Source: an optimization exercise on an open RTL-to-GDS flow (aim: a short achievable clock period and few clock cycles). Production flows keep margins and buffers that such runs may drop. Only simulation tests tie the RTL to the original design; equivalence was not proved.

red:
==> flow/design.v <==
`timescale 1ns/1ps
`default_nettype none
module cpuCore (
    input  wire         clk,
    input  wire         arstN,
    output logic [31:0] imemAddr,
    input  wire  [31:0] imemData,
    output logic [31:0] dmemAddr,
    output logic [31:0] dmemWdata,
    output logic        dmemRe,
    output logic        dmemWe,
    input  wire  [31:0] dmemRdata,
    output logic        halted
);
    logic [31:0] pc;
    logic        halting;
    logic [31:0] rf [1:31];
    logic [31:0] xA, xB, xBx, xS;
    logic [15:0] xLo, xPcHi, xHiP1, xHiM1;
    logic [31:0] xAlt;
    logic        xCross, xDown;
    logic        xFwdSL, xFwdLA, xFwdLB, xFwdBM, xFwdSM;
    logic        xAnd, xOr, xSlt, xArith, xCin, xAddi;
    logic [31:0] xNegI;
    logic [4:0]  xDst;
    logic        xWr, xLoad, xStore, xBr, xFix, xHalt;
    logic [31:0] mRes, mSt;
    logic [4:0]  mDst;
    logic        mWr, mLoad, mStore;
    logic [31:1] mWe;
    wire [31:0] ins = imemData;
    wire [5:0]  op  = ins[31:26];
    wire [5:0]  fn  = ins[5:0];
    wire [4:0]  rsI = ins[25:21];
    wire [4:0]  rtI = ins[20:16];
    wire [4:0]  rdI = ins[15:11];
    wire [31:0] immExt = {{16{ins[15]}}, ins[15:0]};
    wire isHaltW = &ins;
    wire isR     = (op == 6'd0);
    wire rAdd    = isR & (fn == 6'd32);
    wire rSub    = isR & (fn == 6'd34);
    wire rAnd    = isR & (fn == 6'd36);
    wire rOr     = isR & (fn == 6'd37);
    wire rSlt    = isR & (fn == 6'd42);
    wire rValid  = rAdd | rSub | rAnd | rOr | rSlt;
    wire isJ     = (op == 6'd2);
    wire isBeq   = (op == 6'd4);
    wire isAddi  = (op == 6'd8);
    wire isLw    = (op == 6'd35);
    wire isSw    = (op == 6'd43);
    wire beqSame = isBeq & (rsI == rtI);
    wire beqCond = isBeq & ~beqSame;
    wire immOp   = isAddi | isLw | isSw;
    wire [4:0] dst   = rValid ? rdI : rtI;
    wire       wr    = (rValid | isAddi | isLw) & (dst != 5'd0);
    wire       rArith = rAdd | rSub | rSlt;
    wire       subF   = rSub | rSlt;
    wire hitXs = xWr & (xDst == rsI);
    wire hitXt = xWr & (xDst == rtI);
    wire loadUse = xLoad & (((rArith | immOp) & hitXs) | (rArith & hitXt));
    logic sumZero;
    wire xAddW = xWr & xAddi;
    wire beqZ  = beqCond & xAddW &
                 (((rsI == 5'd0) & (xDst == rtI)) | ((rtI == 5'd0) & (xDst == rsI)));
    wire beqX  = beqCond & ~beqZ;
    wire takenF = beqSame | (beqZ & sumZero);
    wire [31:0] mVal = mLoad ? dmemRdata : mRes;
    wire        bypS = mWr & (mDst == rsI);
    wire        bypT = mWr & (mDst == rtI);
    wire [31:0] pcInc = pc + 32'd1;
    wire [16:0] tgtLo = {1'b0, pc[15:0]} + {1'b0, ins[15:0]} + 17'd1;
    wire        tgtCross = tgtLo[16] ^ ins[15];
    wire [31:0] tgtF  = {pc[31:16], tgtLo[15:0]};
    logic mispredict;
    logic [31:0] res;
    logic [31:0] nextA, nextB, nextBx, nextS;
    wire fire = ~mispredict & ~halting & ~loadUse;
    wire hold   = halting | loadUse | isHaltW;
    wire selJ   = ~hold & isJ;
    wire selT   = ~hold & ~isJ & takenF;
    wire selInc = ~hold & ~isJ & ~takenF;
    wire [31:0] pcF = ({32{hold}} & pc) | ({32{selJ}} & {6'd0, ins[25:0]}) |
                      ({32{selT}} & tgtF) | ({32{selInc}} & pcInc);
    wire [31:0] pcNext = mispredict ? xAlt : pcF;
    assign imemAddr = pc;
    always_ff @(posedge clk or negedge arstN) begin
        if (!arstN) begin
            pc      <= 32'd0;
            halting <= 1'b0;
        end else begin
            pc <= pcNext;
            if (fire & isHaltW)
                halting <= 1'b1;
        end
    end
    always_ff @(posedge clk) begin
        xA     <= nextA;
        xB     <= nextB;
        xBx    <= nextBx;
        xCin   <= subF;
        xAddi  <= isAddi;
        xNegI  <= 32'd0 - immExt;
        xArith <= rAdd | rSub | immOp;
        xS     <= nextS;
        xFwdSL <= hitXt & xLoad;
        xFwdBM <= fB & (xArith | xSlt);
        xFwdSM <= fS & (xArith | xSlt);
        xFwdLA <= hitXs & xLoad;
        xFwdLB <= hitXt & xLoad & ~immOp;
        xLo    <= tgtLo[15:0];
        xPcHi  <= pc[31:16];
        xHiP1  <= pc[31:16] + 16'd1;
        xHiM1  <= pc[31:16] - 16'd1;
        xCross <= tgtCross;
        xDown  <= ins[15];
        xAnd   <= rAnd;
        xOr    <= rOr;
        xSlt   <= rSlt;
        xDst   <= dst;
    end
    always_ff @(posedge clk or negedge arstN) begin
        if (!arstN) begin
            xWr <= 1'b0; xLoad <= 1'b0; xStore <= 1'b0; xBr <= 1'b0; xFix <= 1'b0;
            xHalt <= 1'b0;
        end else begin
            xWr    <= fire & wr;
            xLoad  <= fire & isLw;
            xStore <= fire & isSw;
            xBr    <= fire & beqX;
            xFix   <= fire & takenF & tgtCross;
            xHalt  <= fire & isHaltW;
        end
    end
    wire [32:0] addW = {xA, 1'b1} + {xBx, xCin};
    wire [31:0] t    = addW[32:1];
    assign sumZero = (xA == xNegI);
    wire [31:0] bTrue = xFwdBM ? mRes : xB;
    wire        lt   = (xA[31] ^ bTrue[31]) ? xA[31] : t[31];
    wire [31:0] lA = xFwdLA ? dmemRdata : xA;
    wire [31:0] lB = xFwdLB ? dmemRdata : bTrue;
    assign res = ({32{xArith}} & t) |
                 ({32{xAnd}} & (lA & lB)) | ({32{xOr}} & (lA | lB)) |
                 {31'd0, xSlt & lt};
    wire        eqR = (xA == bTrue);
    wire        eqL = (dmemRdata == (xFwdLA ? bTrue : xA));
    wire        eq  = (xFwdLA | xFwdLB) ? eqL : eqR;
    assign mispredict = (xBr & eq) | xFix;
    wire [15:0] altHi = ~xCross ? xPcHi : (xDown ? xHiM1 : xHiP1);
    assign xAlt = {altHi, xLo};
    wire [31:0] st = xFwdSL ? dmemRdata : (xFwdSM ? mRes : xS);
    wire        fA = hitXs;
    wire        fB = hitXt & ~immOp;
    wire        fS = hitXt;
    wire [31:0] logicRes = ({32{xAnd}} & (lA & lB)) | ({32{xOr}} & (lA | lB));
    wire        xLog    = xAnd | xOr;
    wire        selAlog = fA & xLog;
    wire        selAbyp = ~fA & bypS;
    wire        selArf  = ~fA & ~bypS;
    wire        selBimm = immOp;
    wire        selBlog = ~immOp & fB & xLog;
    wire        selBbyp = ~immOp & ~fB & bypT;
    wire        selBrf  = ~immOp & ~fB & ~bypT;
    wire        selSlog = fS & xLog;
    wire        selSbyp = ~fS & bypT;
    wire        selSrf  = ~fS & ~bypT;
    wire [31:0] invF    = {32{subF}};
    logic [31:0] earlyA, earlyB, earlyBx, earlyS;
    always_comb begin
        earlyA  = ({32{selAlog}} & logicRes) | ({32{selAbyp}} & mVal);
        earlyB  = ({32{selBimm}} & immExt) | ({32{selBlog}} & logicRes) |
                  ({32{selBbyp}} & mVal);
        earlyBx = ({32{selBimm}} & immExt) | ({32{selBlog}} & (logicRes ^ invF)) |
                  ({32{selBbyp}} & (mVal ^ invF)) |
                  ({32{selBrf & (rtI == 5'd0)}} & invF);
        earlyS  = ({32{selSlog}} & logicRes) | ({32{selSbyp}} & mVal);
        for (int i = 1; i < 32; i++) begin
            earlyA  = earlyA  | ({32{selArf & (rsI == 5'(i))}} & rf[i]);
            earlyB  = earlyB  | ({32{selBrf & (rtI == 5'(i))}} & rf[i]);
            earlyBx = earlyBx | ({32{selBrf & (rtI == 5'(i))}} & (rf[i] ^ invF));
            earlyS  = earlyS  | ({32{selSrf & (rtI == 5'(i))}} & rf[i]);
        end
    end
    wire        tA = fA & xArith;
    wire        tB = fB & xArith;
    wire [31:0] eA = {earlyA[31:1], earlyA[0] | (fA & xSlt & lt)};
    wire [31:0] eB = {earlyB[31:1], earlyB[0] | (fB & xSlt & lt)};
    assign nextA  = ({32{tA}} & t) | eA;
    assign nextB  = earlyB;
    wire        sB = fB & xSlt;
    assign nextBx = ({32{tB}} & (t ^ invF)) | ({32{sB}} & {invF[31:1], lt ^ subF}) |
                    earlyBx;
    assign nextS  = earlyS;
    always_ff @(posedge clk) begin
        mRes <= res;
        mSt  <= st;
        mDst <= xDst;
    end
    always_ff @(posedge clk or negedge arstN) begin
        if (!arstN) begin
            mWr <= 1'b0; mLoad <= 1'b0; mStore <= 1'b0;
            mWe <= '0;
            halted <= 1'b0;
        end else begin
            mWr    <= xWr;
            mLoad  <= xLoad;
            mStore <= xStore;
            for (int i = 1; i < 32; i++)
                mWe[i] <= xWr & (xDst == 5'(i));
            if (xHalt)
                halted <= 1'b1;
        end
    end
    assign dmemAddr  = mRes;
    assign dmemWdata = mSt;
    assign dmemRe    = mLoad;
    assign dmemWe    = mStore;
    always_ff @(posedge clk or negedge arstN) begin
        if (!arstN) begin
            for (int i = 1; i < 32; i++)
                rf[i] <= '0;
        end else begin
            for (int i = 1; i < 32; i++)
                if (mWe[i])
                    rf[i] <= mVal;
        end
    end
endmodule
`default_nettype wire
==> flow/config.mk <==
export PLATFORM = sky130hd
export DESIGN_NAME = cpuCore
export DESIGN_NICKNAME = cpuCore
export VERILOG_FILES = /design/flow/design.v
export SDC_FILE = /design/flow/constraint.sdc
export NUM_CORES = 4
export LEC_CHECK = 0
export CAP_MARGIN = 20
export CORE_MARGIN = 2
export CORE_UTILIZATION = 40
export SETUP_SLACK_MARGIN = 3.4
export SLEW_MARGIN = 20
export TNS_END_PERCENT = 100
==> flow/constraint.sdc <==
create_clock -name core_clock -period 6.0 [get_ports {clk}]
set_input_delay 1.2000 -clock core_clock [delete_from_list [all_inputs] [get_ports {clk}]]
set_output_delay 1.2000 -clock core_clock [all_outputs]
set_load 0.01 [all_outputs]
run.sh (not shown) runs the stock make flow with config.mk's settings and CLKGATE_MAP_FILE= SYNTH_SCRIPT=/design/flow/synth_recipe.tcl, a recipe that flattens the netlist after the stock synthesis.
5_1_grt: red exited with error
Testbench counts of red, summed over its fixed seeds: cycles 28,070.
[inputs] blue vs red
--- a/flow/design.v
+++ b/flow/design.v
@@ -64,8 +64,10 @@
                  (((rsI == 5'd0) & (xDst == rtI)) | ((rtI == 5'd0) & (xDst == rsI)));
     wire beqX  = beqCond & ~beqZ;
     wire takenF = beqSame | (beqZ & sumZero);
     wire [31:0] mVal = mLoad ? dmemRdata : mRes;
+    wire [31:0] rsRf = (rsI == 5'd0) ? 32'd0 : rf[rsI];
+    wire [31:0] rtRf = (rtI == 5'd0) ? 32'd0 : rf[rtI];
     wire        bypS = mWr & (mDst == rsI);
     wire        bypT = mWr & (mDst == rtI);
     wire [31:0] pcInc = pc + 32'd1;
     wire [16:0] tgtLo = {1'b0, pc[15:0]} + {1'b0, ins[15:0]} + 17'd1;
@@ -151,45 +153,28 @@
     wire        fA = hitXs;
     wire        fB = hitXt & ~immOp;
     wire        fS = hitXt;
     wire [31:0] logicRes = ({32{xAnd}} & (lA & lB)) | ({32{xOr}} & (lA | lB));
-    wire        xLog    = xAnd | xOr;
-    wire        selAlog = fA & xLog;
-    wire        selAbyp = ~fA & bypS;
-    wire        selArf  = ~fA & ~bypS;
-    wire        selBimm = immOp;
-    wire        selBlog = ~immOp & fB & xLog;
-    wire        selBbyp = ~immOp & ~fB & bypT;
-    wire        selBrf  = ~immOp & ~fB & ~bypT;
-    wire        selSlog = fS & xLog;
-    wire        selSbyp = ~fS & bypT;
-    wire        selSrf  = ~fS & ~bypT;
-    wire [31:0] invF    = {32{subF}};
-    logic [31:0] earlyA, earlyB, earlyBx, earlyS;
-    always_comb begin
-        earlyA  = ({32{selAlog}} & logicRes) | ({32{selAbyp}} & mVal);
-        earlyB  = ({32{selBimm}} & immExt) | ({32{selBlog}} & logicRes) |
-                  ({32{selBbyp}} & mVal);
-        earlyBx = ({32{selBimm}} & immExt) | ({32{selBlog}} & (logicRes ^ invF)) |
-                  ({32{selBbyp}} & (mVal ^ invF)) |
-                  ({32{selBrf & (rtI == 5'd0)}} & invF);
-        earlyS  = ({32{selSlog}} & logicRes) | ({32{selSbyp}} & mVal);
-        for (int i = 1; i < 32; i++) begin
-            earlyA  = earlyA  | ({32{selArf & (rsI == 5'(i))}} & rf[i]);
-            earlyB  = earlyB  | ({32{selBrf & (rtI == 5'(i))}} & rf[i]);
-            earlyBx = earlyBx | ({32{selBrf & (rtI == 5'(i))}} & (rf[i] ^ invF));
-            earlyS  = earlyS  | ({32{selSrf & (rtI == 5'(i))}} & rf[i]);
-        end
-    end
+    wire        selArf = ~fA & ~bypS;
+    wire        selBrf = ~immOp & ~fB & ~bypT;
+    wire        selSrf = ~fS & ~bypT;
+    wire [31:0] othA   = fA ? logicRes : ({32{bypS}} & mVal);
+    wire [31:0] othB   = immOp ? immExt : (fB ? logicRes : ({32{bypT}} & mVal));
+    wire [31:0] othS   = fS ? logicRes : ({32{bypT}} & mVal);
+    wire [31:0] earlyA = ({32{selArf}} & rsRf) | othA;
+    wire [31:0] earlyB = ({32{selBrf}} & rtRf) | othB;
+    wire [31:0] earlyS = ({32{selSrf}} & rtRf) | othS;
     wire        tA = fA & xArith;
     wire        tB = fB & xArith;
     wire [31:0] eA = {earlyA[31:1], earlyA[0] | (fA & xSlt & lt)};
     wire [31:0] eB = {earlyB[31:1], earlyB[0] | (fB & xSlt & lt)};
     assign nextA  = ({32{tA}} & t) | eA;
     assign nextB  = earlyB;
-    wire        sB = fB & xSlt;
-    assign nextBx = ({32{tB}} & (t ^ invF)) | ({32{sB}} & {invF[31:1], lt ^ subF}) |
-                    earlyBx;
+    wire [31:0] invF  = {32{subF}};
+    wire [31:0] othBx = {othB[31:1], othB[0] | (fB & xSlt & lt)} ^ invF;
+    assign nextBx = ({32{tB}} & (t ^ invF)) |
+                    ({32{~tB & selBrf}} & (rtRf ^ invF)) |
+                    ({32{~tB & ~selBrf}} & othBx);
     assign nextS  = earlyS;
     always_ff @(posedge clk) begin
         mRes <= res;
         mSt  <= st;
==> results.txt <==
- The flow ran to completion for all of blue and red but red, which stopped partway.
- The flow ended early for red: it failed with a tool error in 5_1_grt.
- Relative to red, the weighted congestion reported at the end of routability-driven placement of blue is lower by 16%.
- Sort blue and red by share of synthesized cell area in and, or, nand and nor gates, ascending, and blue comes first.
- Diff red -> blue: xor-xnor portion of the synthesized cell area rose 0.37 points; placement-stage worst setup slack up 0.50 ns; horizontal die dimension shows a reduction of 6.3%; post-synthesis compound-gate area fraction dropped 3.7 points.
- Cell area after synthesis: blue < red
- Comparing blue with red, the number of hold-repair buffers added at the cts stage came out essentially unchanged.
- Synthesized cell count in blue is 1,427 below red.
- Count of cells resized by post-cts repair: blue < red
- blue against red; number of cell rows is down by a few percent.
Testbench counts of blue, summed over its fixed seeds: cycles 28,070.

-- afterwards: timing with drivers on the ports --
The results above use ideal ports. As a check the final layout listed here was re-extracted and re-timed, cells and wires unchanged.
Step 1, drivers: a clkbuf_16 drives clk and a buf_2 each remaining input, both assumed.
Step 2 moves the port delays by t, midway between the first and last clock arrival at a register: inputs arrive t later, outputs are due t later. That takes back most of the time a late clock gives input paths.
a / b / c = ideal ports / drivers / drivers and shift; a / b = the first two.
run: blue
t (ns): 0.919
slack for setup (ns): 2.563 / 2.548 / 1.630
worst hold slack (ns): 0.362 / 0.362 / 0.362
After both steps setup and hold are still met in blue. For blue, drivers alone change the setup slack by -0.015 ns; drivers and shift together by -0.933 ns.
